Background: an optimization exercise with open tools, aiming at small area and a short achievable clock period. Do not read the settings as production practice. Where RTL was checked, it was by simulation tests only, not by an equivalence proof against the original. No activity file was given, so power comes from the tool's default toggle rates.

== north ==
## jpeg_fb_writer
module jpeg_fb_writer #(
  parameter int unsigned       ADDR_W    = 32,
  parameter logic [ADDR_W-1:0] BASE_ADDR = 32'h0010_0000,
  parameter int unsigned       PIX_FMT   = 0
) (
  input  logic              clk,
  input  logic              reset,
  input  logic              in_valid_i,
  input  logic [15:0]       in_width_i,
  input  logic [15:0]       in_height_i,
  input  logic [15:0]       in_x_i,
  input  logic [15:0]       in_y_i,
  input  logic [7:0]        in_r_i,
  input  logic [7:0]        in_g_i,
  input  logic [7:0]        in_b_i,
  output logic              in_accept_o,
  output logic              wr_valid_o,
  output logic [ADDR_W-1:0] wr_addr_o,
  output logic [31:0]       wr_data_o,
  output logic [3:0]        wr_strb_o,
  input  logic              wr_ready_i,
  output logic              frame_done_o,
  output logic              busy_o,
  output logic [15:0]       crop_count_o,
  output logic              geom_err_o
);
Size in the first run: about 1400 cells after synthesis, about 0.017 sq mm of cells after synthesis.
export LEC_CHECK = 0
export CAP_MARGIN = 20
export CORE_MARGIN = 2
export CORE_UTILIZATION = 40
export CTS_BUF_LIST = sky130_fd_sc_hd__clkbuf_4 sky130_fd_sc_hd__clkbuf_8
export SETUP_SLACK_MARGIN = 4.3
export SLEW_MARGIN = 20
export SYNTH_HIERARCHICAL = 1
create_clock -name core_clock -period 9.0 [get_ports {clk}]
standard.sh (not shown) runs the stock make flow with config.mk's settings and CLKGATE_MAP_FILE= SYNTH_SCRIPT=/design/flow/synth_recipe.tcl, a recipe that flattens the netlist after the stock synthesis.
==> flow/flow/run.sh <==
#!/bin/bash
# Own layout flow: the standard flow, with plain buf_1 cells as the port buffers
# (instead of the delay-cell buffer the resizer picks by default). Every port still gets
# its own buffer. The full make output goes to std_flow.log in the work folder.
set -euo pipefail
export BUFFER_PORTS_ARGS="-buffer_cell sky130_fd_sc_hd__buf_1"
bash standard.sh finish > std_flow.log 2>&1
north: all stages complete, timing, DRC and antenna checks passed
Setup changes, north to south
--- a/flow/design.v
+++ b/flow/design.v
@@ -20,15 +20,15 @@
   output logic [3:0]        wr_strb_o,
   input  logic              wr_ready_i,
   output logic              frame_done_o,
   output logic              busy_o,
   output logic [15:0]       crop_count_o,
   output logic              geom_err_o
 );
-  localparam int L = 14;   
+  localparam int L = 12;   
   logic        active_q, start_pend_q, frame_done_q, geom_err_q;
   logic        s1_valid_q, s1_crop_q, wr_valid_q, strb_q;
   logic [15:0] s1_x_q;
   logic [7:0]  s1_one_q, s1_two_q, s1_neg_q;   
   logic        s1_y15_q;
   logic [7:0]  enc_one, enc_two, enc_neg;
   logic [16:0] y_ext;
@@ -568,18 +568,18 @@
   assign wr_data_o    = strb_q ? {8'h00, wr_rgb_q} : 32'd0;
   assign wr_strb_o    = {4{strb_q}};
   assign frame_done_o = frame_done_q;
   assign busy_o       = active_q | frame_done_q | s1_valid_q | wr_valid_q | start_pend_q;
   assign crop_count_o = crop_cnt_q;
   assign geom_err_o   = geom_err_q;
 endmodule
-module jfw_cpa_hi (input logic [29:14] a, b, input logic ci, output logic [29:14] s);
-  logic [30-14:0] t;
+module jfw_cpa_hi (input logic [29:12] a, b, input logic ci, output logic [29:12] s);
+  logic [30-12:0] t;
   assign t = {a, 1'b1} + {b, ci};
-  assign s = t[30-14:1];
+  assign s = t[30-12:1];
 endmodule
 module jfw_accept (input logic wr_valid, wr_ready, output logic accept);
   assign accept = !wr_valid | wr_ready;
 endmodule
 module jfw_fa (input logic a, b, c, output logic s, co);
   assign s  = a ^ b ^ c;
   assign co = (a & b) | (c & (a ^ b));
Notes after the runs:
- Summary of south over north: overall power of the completed layout about even, maximum vdd ir drop has decreased, wire length of the first global-routing pass rose about 2%, number of clock buffers in the layout went up about 8%, maximum frequency went down.
- Looking at termination of the worst setup path, the wr_addr_o[30] result is from south; the col_q[15]$_DFFE_PP_ one comes from north.
- Uppermost layer routed: met5 -> north, met4 -> south
- Detailed-route via count essentially unchanged between south and north.
No functional check of the RTL was part of south.

========
== before ==
Another version of the RTL of jpeg_fb_writer (not shown whole).
For scale: about 1700 cells after synthesis, about 180 I/O pins, ~17000 µm² of cells after synthesis.
Settings: LEC_CHECK=0, CAP_MARGIN=20, CORE_MARGIN=2, CORE_UTILIZATION=40, CTS_BUF_LIST=sky130_fd_sc_hd__clkbuf_4 sky130_fd_sc_hd__clkbuf_8, CTS_CLUSTER_DIAMETER=80, CTS_CLUSTER_SIZE=16, SETUP_SLACK_MARGIN=4.6, SLEW_MARGIN=20, SYNTH_HIERARCHICAL=1; clock period 9.0 ns.
Scripts as last shown in full above: flow/flow/run.sh
#### Input delta (after over before)
--- a/flow/design.v
+++ b/flow/design.v
@@ -21,25 +21,25 @@
   input  logic              wr_ready_i,
   output logic              frame_done_o,
   output logic              busy_o,
   output logic [15:0]       crop_count_o,
   output logic              geom_err_o
 );
-  localparam int L = 17;   
+  localparam int L = 13;   
   logic        active_q, start_pend_q, frame_done_q, geom_err_q;
   logic        s1_valid_q, s1_crop_q, wr_valid_q, strb_q;
   logic [16:0] s1_z_q;                         
   logic [7:0]  s1_one_q, s1_two_q;             
   logic [6:0]  s1_neg_q;
   logic [7:0]  enc_one, enc_two, enc_neg;
   logic [16:0] b_ext;
   logic [16:0] z_d;
   logic [23:0] s1_rgb_q;
   logic [L-1:0]  wr_lo_q;
   logic          wr_c_q;
-  logic [29:L]   wr_a_q, wr_b_q;
+  logic [29:L]   wr_p_q, wr_g_q;    
   logic [23:0] wr_rgb_q;
   logic [15:0] wn_q, w_q, h_q, col_q, row_q, crop_cnt_q;
   logic        en, accept, hs, use_latched, in_bounds, start_ok, wr_load;
   logic        idle, count, col_last, last, frame_end;
   logic        active_d, start_pend_d, wr_valid_d, s1_valid_d;
   logic [15:0] w_used, h_used;
@@ -462,13 +462,13 @@
   wire ms128, mc128;
   jfw_fa u_ms128 (.a(mc73), .b(ms99), .c(mc98), .s(ms128), .co(mc128));
   wire ms129, mc129;
   jfw_fa u_ms129 (.a(pp7_14), .b(ms100), .c(mc99), .s(ms129), .co(mc129));
   wire [29:0] mra = {ms129, mc127, mc126, ms126, ms125, mc123, mc122, mc121, mc120, mc119, mc118, mc117, mc116, mc115, mc114, mc113, mc112, mc111, mc110, mc109, mc108, mc107, mc106, mc105, mc104, mc103, mc102, mc101, ms101, z[0]};
   wire [29:0] mrb = {mc128, ms128, ms127, mc125, mc124, ms124, ms123, ms122, ms121, ms120, ms119, ms118, ms117, ms116, ms115, ms114, ms113, ms112, ms111, ms110, ms109, ms108, ms107, ms106, ms105, ms104, ms103, ms102, pp0_0, 1'b0};
-  assign lo_sum      = {1'b0, mra[L-1:0]} + {1'b0, mrb[L-1:0]};
+  jfw_cpa_lo u_lo (.a(mra[L-1:0]), .b(mrb[L-1:0]), .s(lo_sum));
   assign wr_load     = en & s1_valid_q & !s1_crop_q;
   assign s1_valid_d  = en ? in_valid_i : s1_valid_q;
   assign wr_valid_d  = en ? (s1_valid_q & !s1_crop_q) : wr_valid_q;
   assign count       = active_q & hs;
   assign col_last    = col_q == 16'd1;
   assign last        = col_last & (row_q == 16'd1);
@@ -501,14 +501,14 @@
       geom_err_q   <= 1'b0;
       s1_valid_q   <= 1'b0;
       wr_valid_q   <= 1'b0;
       strb_q       <= 1'b0;
       wr_lo_q      <= '0;
       wr_c_q       <= 1'b0;
-      wr_a_q       <= '0;
-      wr_b_q       <= '0;
+      wr_p_q       <= '0;
+      wr_g_q       <= '0;
       wr_rgb_q     <= '0;
       crop_cnt_q   <= '0;
     end else begin
       active_q     <= active_d;
       start_pend_q <= start_pend_d;
       frame_done_q <= frame_end;
@@ -518,36 +518,58 @@
       wr_valid_q   <= wr_valid_d;
       if (wr_load) begin
         strb_q  <= 1'b1;
         wr_rgb_q <= s1_rgb_q;
         wr_lo_q <= lo_sum[L-1:0];
         wr_c_q  <= lo_sum[L];
-        wr_a_q  <= mra[29:L];
-        wr_b_q  <= mrb[29:L];
+        wr_p_q  <= mra[29:L] ^ mrb[29:L];
+        wr_g_q  <= mra[29:L] & mrb[29:L];
       end
       if (start_ok)
         crop_cnt_q <= 16'd0;
       else if (en & s1_valid_q & s1_crop_q & (crop_cnt_q != 16'hFFFF))
         crop_cnt_q <= crop_cnt_q + 16'd1;
     end
   end
-  jfw_cpa_hi u_hi (.a(wr_a_q), .b(wr_b_q), .ci(wr_c_q), .s(hi_sum));
+  jfw_cpa_pg u_hi (.p(wr_p_q), .g(wr_g_q), .ci(wr_c_q), .s(hi_sum));
   jfw_accept u_acc (.wr_valid(wr_valid_q), .wr_ready(wr_ready_i), .accept(in_accept_o));
   assign wr_valid_o   = wr_valid_q;
   assign wr_addr_o    = {hi_sum, wr_lo_q, 2'b00};
   assign wr_data_o    = {8'h00, wr_rgb_q};
   assign wr_strb_o    = {4{strb_q}};
   assign frame_done_o = frame_done_q;
   assign busy_o       = active_q | frame_done_q | s1_valid_q | wr_valid_q | start_pend_q;
   assign crop_count_o = crop_cnt_q;
   assign geom_err_o   = geom_err_q;
 endmodule
-module jfw_cpa_hi (input logic [29:17] a, b, input logic ci, output logic [29:17] s);
-  logic [30-17:0] t;
-  assign t = {a, 1'b1} + {b, ci};
-  assign s = t[30-17:1];
+module jfw_cpa_lo (input logic [13-1:0] a, b, output logic [13:0] s);
+  assign s = {1'b0, a} + {1'b0, b};
+endmodule
+module jfw_cpa_pg (
+  input  logic [29-13:0] p, g,
+  input  logic                 ci,
+  output logic [29-13:0] s
+);
+  localparam int N  = 30 - 13;
+  localparam int M  = N + 1;
+  localparam int LV = $clog2(M);
+  logic [(LV+1)*M-1:0] gg, pp;
+  assign gg[M-1:0] = {g, ci};
+  assign pp[M-1:0] = {p, 1'b0};
+  for (genvar l = 0; l < LV; l++) begin : g_lvl
+    for (genvar i = 0; i < M; i++) begin : g_pos
+      if (i >= (1 << l)) begin : g_op
+        assign gg[(l+1)*M+i] = gg[l*M+i] | (pp[l*M+i] & gg[l*M+i-(1<<l)]);
+        assign pp[(l+1)*M+i] = pp[l*M+i] & pp[l*M+i-(1<<l)];
+      end else begin : g_pass
+        assign gg[(l+1)*M+i] = gg[l*M+i];
+        assign pp[(l+1)*M+i] = pp[l*M+i];
+      end
+    end
+  end
+  assign s = p ^ gg[LV*M +: N];
 endmodule
 module jfw_accept (input logic wr_valid, wr_ready, output logic accept);
   assign accept = !wr_valid | wr_ready;
 endmodule
 module jfw_fa (input logic a, b, c, output logic s, co);
   assign s  = a ^ b ^ c;
--- outcome ---
after finished every stage and its layout cleared the timing, DRC and antenna checks.
Going from before to after, the die area was enlarged.
Taking before as the reference point, the sequential group share of total power of after rises by 2.5 points.
Looking at flip-flop and latch count, after sits 3 higher than before does.
Fraction of area in multi-input gates was lower in before than in after.
before and after ended up with roughly the same minimum clock period.
On after: layout filler cell count is 2.7% higher than what before gave.
after vs before on buffer count excluding the clock tree in the final layout: after is the lower one.
Side by side, setup skew after layout turned out lower in after than in before.
The run showing the greater routed length per placed instance is after.
The remaining max-slew budget at the tightest pin was comparable across before and after.
| final setup slack of the worst path | after vs before | ≈ equal |
The total global-route track usage number comes out higher for before vs after.
Diff before -> after: fraction of cell area in non-clock buffers -1.9 points, maximum frequency closely matched the old numbers.
No functional check of the RTL was part of any run of this note.

========
Another version of the RTL of jpeg_fb_writer (not shown whole).
Size: about 1500 cells after synthesis, roughly 220 flip-flops, ~180 I/O pins, about 17000 µm² of cells after synthesis.
clock: 9.0 ns
lec_check: 0
cap_margin: 20
core_margin: 2
core_utilization: 40
setup_slack_margin: 4.6
slew_margin: 20
synth_hierarchical: 1
Scripts as last shown in full above: flow/flow/run.sh
Next try:
--- a/flow/design.v
+++ b/flow/design.v
@@ -19,17 +19,17 @@
   output logic [31:0]       wr_data_o,
   output logic [3:0]        wr_strb_o,
   input  logic              wr_ready_i,
   output logic              frame_done_o,
   output logic              busy_o,
   output logic [15:0]       crop_count_o,
   output logic              geom_err_o
 );
-  localparam int L = 8;   
+  localparam int L = 12;   
   logic        active_q, start_pend_q, frame_done_q, busy_q, geom_err_q;
   logic        s1_valid_q, s1_crop_q, wr_valid_q, strb_q;
   logic [15:0] s1_x_q, s1_yn_q;
   logic [23:0] s1_rgb_q;
   logic [L-1:0]  wr_lo_q;
   logic          wr_c_q;
   logic [29:L]   wr_a_q, wr_b_q;
   logic [23:0] wr_rgb_q;
@@ -585,31 +585,31 @@
       wr_valid_q   <= wr_valid_d;
       if (wr_load) strb_q <= 1'b1;
       if (start_ok)
         crop_cnt_q <= 16'd0;
       else if (en & s1_valid_q & s1_crop_q & (crop_cnt_q != 16'hFFFF))
         crop_cnt_q <= crop_cnt_q + 16'd1;
     end
   end
-  jfw_cpa_hi u_hi (.a(wr_a_q), .b(wr_b_q), .ci(wr_c_q), .s(hi_sum));
+  jfw_cpa_hi u_hi (.a(wr_a_q), .b(wr_b_q), .ci(wr_c_q), .en(strb_q), .s(hi_sum));
   jfw_accept u_acc (.wr_valid(wr_valid_q), .wr_ready(wr_ready_i), .accept(in_accept_o));
   assign wr_valid_o   = wr_valid_q;
-  assign wr_addr_o    = strb_q ? {hi_sum, wr_lo_q, 2'b00} : 32'd0;
+  assign wr_addr_o    = {hi_sum, strb_q ? wr_lo_q : {L{1'b0}}, 2'b00};
   assign wr_data_o    = strb_q ? {8'h00, wr_rgb_q} : 32'd0;
   assign wr_strb_o    = {4{strb_q}};
   assign frame_done_o = frame_done_q;
   assign busy_o       = busy_q;
   assign crop_count_o = crop_cnt_q;
   assign geom_err_o   = geom_err_q;
 endmodule
-module jfw_cpa_hi (input logic [29:8] a, b, input logic ci, output logic [29:8] s);
-  logic [30-8:0] t;
-  assign t = {a, 1'b1} + {b, ci};
-  assign s = t[30-8:1];
+module jfw_cpa_hi (input logic [29:12] a, b, input logic ci, en, output logic [29:12] s);
+  logic [30-12:0] t;
+  assign t = {a & {(30-12){en}}, 1'b1} + {b & {(30-12){en}}, ci & en};
+  assign s = t[30-12:1];
 endmodule
 module jfw_accept (input logic wr_valid, wr_ready, output logic accept);
   assign accept = !wr_valid | wr_ready;
 endmodule
 module jfw_fa (input logic a, b, c, output logic s, co);
   assign s  = a ^ b ^ c;
   assign co = (a & b) | (c & (a ^ b));
 endmodule
Effect: Sequential share of layout area went down by 1.4 points; clock-buffer cell count falls by 1; sequential cell count shrinks by 4; maximum frequency falls by 3.6%; setup slack got worse by 0.17 ns; non-clock buffer count came out higher by 39; routed wire length climbs by 4.1%; power is lower by 12%; cell area rose by 2.4%; area after synthesis falls by 0.45%; first-iteration DRC count goes down by 1.4%; critical path depth goes up by 1; via count goes up by 3.4%; register-to-register slack degrades by 0.07 ns.
No run of this note included a check of the RTL's function; only the layout flow was run.

========
Setup of old:
jpeg_fb_writer, a different RTL version from the one above (not shown whole).
Size: about 1800 cells after synthesis, about 180 I/O pins.
export LEC_CHECK = 0
export CAP_MARGIN = 20
export CORE_MARGIN = 2
export CORE_UTILIZATION = 40
export CTS_BUF_LIST = sky130_fd_sc_hd__clkbuf_4 sky130_fd_sc_hd__clkbuf_8
export CTS_CLUSTER_DIAMETER = 80
export CTS_CLUSTER_SIZE = 16
export SETUP_SLACK_MARGIN = 4.8
export SLEW_MARGIN = 20
export SYNTH_HIERARCHICAL = 1
create_clock -name core_clock -period 9.0 [get_ports {clk}]
Scripts as last shown in full above: flow/flow/run.sh
What new does differently from old at the input level:
--- a/flow/design.v
+++ b/flow/design.v
@@ -21,25 +21,25 @@
   input  logic              wr_ready_i,
   output logic              frame_done_o,
   output logic              busy_o,
   output logic [15:0]       crop_count_o,
   output logic              geom_err_o
 );
-  localparam int L = 14;   
+  localparam int L = 18;   
   logic        active_q, start_pend_q, frame_done_q, geom_err_q;
   logic        s1_valid_q, s1_crop_q, wr_valid_q, strb_q;
   logic [16:0] s1_z_q;                         
   logic [7:0]  s1_one_q, s1_two_q;             
   logic [6:0]  s1_neg_q;
   logic [7:0]  enc_one, enc_two, enc_neg;
   logic [16:0] b_ext;
   logic [16:0] z_d;
   logic [23:0] s1_rgb_q;
   logic [L-1:0]  wr_lo_q;
   logic          wr_c_q;
-  logic [29:L]   wr_p_q, wr_g_q;    
+  logic [29:L]   wr_a_q, wr_b_q;
   logic [23:0] wr_rgb_q;
   logic [15:0] wn_q, w_q, h_q, col_q, row_q, crop_cnt_q;
   logic        en, accept, hs, use_latched, in_bounds, start_ok, wr_load;
   logic        idle, count, col_last, last, frame_end;
   logic        active_d, start_pend_d, wr_valid_d, s1_valid_d;
   logic [15:0] w_used, h_used;
@@ -501,14 +501,14 @@
       geom_err_q   <= 1'b0;
       s1_valid_q   <= 1'b0;
       wr_valid_q   <= 1'b0;
       strb_q       <= 1'b0;
       wr_lo_q      <= '0;
       wr_c_q       <= 1'b0;
-      wr_p_q       <= '0;
-      wr_g_q       <= '0;
+      wr_a_q       <= '0;
+      wr_b_q       <= '0;
       wr_rgb_q     <= '0;
       crop_cnt_q   <= '0;
     end else begin
       active_q     <= active_d;
       start_pend_q <= start_pend_d;
       frame_done_q <= frame_end;
@@ -518,58 +518,39 @@
       wr_valid_q   <= wr_valid_d;
       if (wr_load) begin
         strb_q  <= 1'b1;
         wr_rgb_q <= s1_rgb_q;
         wr_lo_q <= lo_sum[L-1:0];
         wr_c_q  <= lo_sum[L];
-        wr_p_q  <= mra[29:L] ^ mrb[29:L];
-        wr_g_q  <= mra[29:L] & mrb[29:L];
+        wr_a_q  <= mra[29:L];
+        wr_b_q  <= mrb[29:L];
       end
       if (start_ok)
         crop_cnt_q <= 16'd0;
       else if (en & s1_valid_q & s1_crop_q & (crop_cnt_q != 16'hFFFF))
         crop_cnt_q <= crop_cnt_q + 16'd1;
     end
   end
-  jfw_cpa_pg u_hi (.p(wr_p_q), .g(wr_g_q), .ci(wr_c_q), .s(hi_sum));
+  jfw_cpa_hi u_hi (.a(wr_a_q), .b(wr_b_q), .ci(wr_c_q), .s(hi_sum));
   jfw_accept u_acc (.wr_valid(wr_valid_q), .wr_ready(wr_ready_i), .accept(in_accept_o));
   assign wr_valid_o   = wr_valid_q;
   assign wr_addr_o    = {hi_sum, wr_lo_q, 2'b00};
   assign wr_data_o    = {8'h00, wr_rgb_q};
   assign wr_strb_o    = {4{strb_q}};
   assign frame_done_o = frame_done_q;
   assign busy_o       = active_q | frame_done_q | s1_valid_q | wr_valid_q | start_pend_q;
   assign crop_count_o = crop_cnt_q;
   assign geom_err_o   = geom_err_q;
 endmodule
-module jfw_cpa_lo (input logic [14-1:0] a, b, output logic [14:0] s);
+module jfw_cpa_lo (input logic [18-1:0] a, b, output logic [18:0] s);
   assign s = {1'b0, a} + {1'b0, b};
 endmodule
-module jfw_cpa_pg (
-  input  logic [29-14:0] p, g,
-  input  logic                 ci,
-  output logic [29-14:0] s
-);
-  localparam int N  = 30 - 14;
-  localparam int M  = N + 1;
-  localparam int LV = 5;   
-  logic [(LV+1)*M-1:0] gg, pp;
-  assign gg[M-1:0] = {g, ci};
-  assign pp[M-1:0] = {p, 1'b0};
-  for (genvar l = 0; l < LV; l++) begin : g_lvl
-    for (genvar i = 0; i < M; i++) begin : g_pos
-      if (i >= (1 << l)) begin : g_op
-        assign gg[(l+1)*M+i] = gg[l*M+i] | (pp[l*M+i] & gg[l*M+i-(1<<l)]);
-        assign pp[(l+1)*M+i] = pp[l*M+i] & pp[l*M+i-(1<<l)];
-      end else begin : g_pass
-        assign gg[(l+1)*M+i] = gg[l*M+i];
-        assign pp[(l+1)*M+i] = pp[l*M+i];
-      end
-    end
-  end
-  assign s = p ^ gg[LV*M +: N];
+module jfw_cpa_hi (input logic [29:18] a, b, input logic ci, output logic [29:18] s);
+  logic [30-18:0] t;
+  assign t = {a, 1'b1} + {b, ci};
+  assign s = t[30-18:1];
 endmodule
 module jfw_accept (input logic wr_valid, wr_ready, output logic accept);
   assign accept = !wr_valid | wr_ready;
 endmodule
 module jfw_fa (input logic a, b, c, output logic s, co);
   assign s  = a ^ b ^ c;
==> run summary <==
Worst slew margin relative to its limit in new vs old: up 3.4 points. Looking only at maximum frequency, and setting everything else aside, the lower value of new and old goes to new. Maximum vdd ir drop ends up higher on new. | insertion delay to the later sink of the worst-skew pair | old vs new | ≈ equal |. Looking at via count, new sits 0.99% below old. On power of the clock network, new and old are basically level. new against old: mapped cell area -about 2%, global-route usage ~0 delta. Sequential cell count came out lower on new than on old. Area added between synthesis and finish (lower): old.
No functional check of the RTL was part of new.

==> re-timing with driven ports <==
The flow's constraints put no driver on any port. The routed layouts listed below were extracted and timed again, unchanged, in two steps.
Step 1: set_driving_cell puts a clkbuf_16 on clk and a buf_2 on each other input, an assumption about the parent block.
Step 2 also shifts input and output timing later by t, the mid clock arrival at the registers, as if the neighbouring blocks saw the same clock.
a / b / c = ideal ports / drivers / drivers and shift; a / b = the first two.
| run | shift t [ns] | slack for setup (ns) | worst hold slack (ns) | worst register clock-pin slew, ns | worst slew at a driven data input, ns |
|---|---|---|---|---|---|
| north | 0.641 | 4.447 / 4.408 / 3.829 | 0.412 / 0.412 / 0.412 | 0.06 / 0.06 | 0.07 |
| south | 0.639 | 4.378 / 4.326 / 4.061 | 0.405 / 0.405 / 0.405 | 0.06 / 0.06 | 0.07 |
| before | 0.633 | 4.723 / 4.669 / 4.168 | 0.454 / 0.454 / 0.454 | 0.11 / 0.11 | 0.07 |
| after | 0.611 | 4.722 / 4.675 / 4.251 | 0.468 / 0.468 / 0.468 | 0.12 / 0.12 | 0.05 |
| the first run of note 3 | 0.610 | 4.370 / 4.318 / 4.284 | 0.410 / 0.410 / 0.410 | 0.06 / 0.06 | 0.08 |
| the second run of note 3 | 0.593 | 4.196 / 4.147 / 4.217 | 0.418 / 0.418 / 0.418 | 0.07 / 0.07 | 0.10 |
| old | 0.617 | 4.872 / 4.872 / 4.383 | 0.459 / 0.459 / 0.459 | 0.11 / 0.11 | 0.07 |
| new | 0.619 | 4.668 / 4.668 / 4.296 | 0.458 / 0.458 / 0.458 | 0.11 / 0.11 | 0.07 |
After both steps every run listed still meets setup and hold. For north, which loses most, drivers alone change the setup slack by -0.039 ns; drivers and shift together by -0.618 ns.
